This design comes from an exercise in tuning for small area, a short achievable clock period and few clock cycles per item on the open sky130 flow, not from production work.
The RTL was checked by simulation tests, not by an equivalence proof against the original design.
Power and IR drop assume default switching activity.

==> v7 <==
// psg_top
module psg_top
(
	input  logic                clk_i,
	input  logic                rst_i,
	input  logic                wr_i,
	input  logic [ADR_W-1:0]    adr_i,
	input  logic [DATA_W-1:0]   dat_i,
	input  logic                credit_i,
	output logic                sample_valid_o,
	output logic [SAMPLE_W-1:0] aud_o
);
	logic [NVOICE*CFG_W-1:0] cfg;
	logic [VOL_W-1:0] volume;
	logic [NVOICE-1:0] copy;
	logic [NVOICE-1:0] renew;
	logic issue;
	logic [NVOICE*WAVE_W-1:0] wave;
	logic [NVOICE*ENV_W-1:0]  level;
	voice_regs u_regs (
		.clk_i    (clk_i),
		.rst_i    (rst_i),
		.wr_i     (wr_i),
		.adr_i    (adr_i),
		.dat_i    (dat_i),
		.cfg_o    (cfg),
		.volume_o (volume)
	);
	frame_sequencer u_seq (
		.clk_i       (clk_i),
		.rst_i       (rst_i),
		.wr_i        (wr_i),
		.adr_i       (adr_i),
		.credit_i    (credit_i),
		.copy_o      (copy),
		.renew_o     (renew),
		.issue_o     (issue),
		.out_valid_o (sample_valid_o)
	);
	envelope_stage u_env (
		.clk_i   (clk_i),
		.rst_i   (rst_i),
		.cfg_i   (cfg),
		.copy_i  (copy),
		.renew_i (renew),
		.issue_i (issue),
		.level_o (level)
	);
	phase_stage u_phase (
		.clk_i   (clk_i),
		.rst_i   (rst_i),
		.cfg_i   (cfg),
		.issue_i (issue),
		.wave_o  (wave)
	);
	mix_stage u_mix (
		.clk_i    (clk_i),
		.wave_i   (wave),
		.level_i  (level),
		.volume_i (volume),
		.aud_o    (aud_o)
	);
endmodule
Settings: LEC_CHECK=0, CAP_MARGIN=20, CORE_MARGIN=2, CORE_UTILIZATION=40, CTS_CLUSTER_DIAMETER=100, CTS_CLUSTER_SIZE=24, SLEW_MARGIN=20, TNS_END_PERCENT=10; clock period 11.0 ns.
standard.sh (not shown) runs the stock make flow with config.mk's settings and CLKGATE_MAP_FILE= SYNTH_SCRIPT=/design/flow/synth_recipe.tcl, a recipe that flattens the netlist after the stock synthesis.
==> flow/flow/run.sh <==
#!/bin/bash
set -euo pipefail
R="$PWD/orfs/results/sky130hd/psg_top/base"
bash standard.sh SETUP_SLACK_MARGIN=7 synth > make_synth.log 2>&1
cp "$R/1_2_yosys.v" "$R/1_2_yosys_std.v"
python3 flow/invopt.py "$R/1_2_yosys_std.v" "$R/1_2_yosys.v" > invopt.log 2>&1
rm -f "$R/1_synth.odb" "$R/1_synth.sdc"
bash standard.sh SETUP_SLACK_MARGIN=7 finish > make_finish.log 2>&1
Other scripts of this flow, unchanged in this note and not shown: flow/flow/invopt.py
==> v5 (differences from v7) <==
- CTS_CLUSTER_DIAMETER: 100 -> 110
- CTS_CLUSTER_SIZE: 24 -> 27
- TNS_END_PERCENT: 10 -> default
==> v29 (differences from v7) <==
- CORE_UTILIZATION: 40 -> 50
- TNS_END_PERCENT: 10 -> default
==> comparison <==
- In area after synthesis, v7 and v5 do not differ.
- In synthesized cell count, v7 and v5 do not differ.
- Non-clock buffer count: v7 > v29 > v5.
- Count of clock-buffer cells in the layout, highest first: v7, v29, v5.
- In sequential cell count, v5 and v7 do not differ.
- In critical path depth, v5 and v29 do not differ.
==> figures <==
item	v29	v7	v5
Outcome	timing/DRC/antenna clean	timing/DRC/antenna clean	timing/DRC/antenna clean
Highest Signal Layer	met4	met5	met4
Internal power of the cells	3910 uW	3970 uW	3770 uW
Total wire length	124,000 microns	127,000 microns	125,000 microns
Number of design-rule violations left by the first detailed-router iteration	2,327	2,360	2,524
Hold path start	u_seq.vol_valid	u_seq.sum_valid	u_seq.sum_valid
Count of cells resized by post-cts repair	48	24	71
GR Layer Usage met2	46.6%	37.2%	37.1%
Clock buffer count from CTS	34	37	27
CTS H-Tree Depth	2	2	1
Area fraction of clock buffers and clock inverters	2.27%	2.69%	1.75%
Buffering overhead	3.59%	3.21%	3.29%
Routed met1 length	53,600 microns	54,800 microns	55,600 microns
Testbench counts of v7, summed over its fixed seeds: cycles 4,970, items 4,079.
Testbench counts of v5, summed over its fixed seeds: cycles 4,970, items 4,079.
Testbench counts of v29, summed over its fixed seeds: cycles 4,970, items 4,079.

## static timing again, ports no longer ideal
The results above use ideal ports. As a check the final layouts listed here were re-extracted and re-timed, cells and wires unchanged.
Step 1: set_driving_cell puts a clkbuf_16 on clk_i and a buf_2 on each other input, an assumption about the parent block.
Step 2 also shifts input and output timing later by t, the mid clock arrival at the registers, as if the neighbouring blocks saw the same clock.
a / b / c = ideal / step 1 / step 2; a / b = the first two.
| run | t, ns | setup WS [ns] | worst register clock-pin slew, ns | worst slew at a driven data input, ns | pins driven straight from the clock port |
|---|---|---|---|---|---|
| v7 | 0.702 | 6.908 / 6.908 / 6.253 | 0.10 / 0.10 | 0.09 | 1 |
| v5 | 0.734 | 7.014 / 7.014 / 6.374 | 0.12 / 0.12 | 0.06 | 1 |
| v29 | 0.671 | 7.044 / 7.044 / 6.426 | 0.11 / 0.11 | 0.07 | 1 |
After both steps setup and hold are still met in every run listed. The setup slack of v7, which loses most, moves by 0.000 ns with the drivers and by -0.655 ns with both steps.
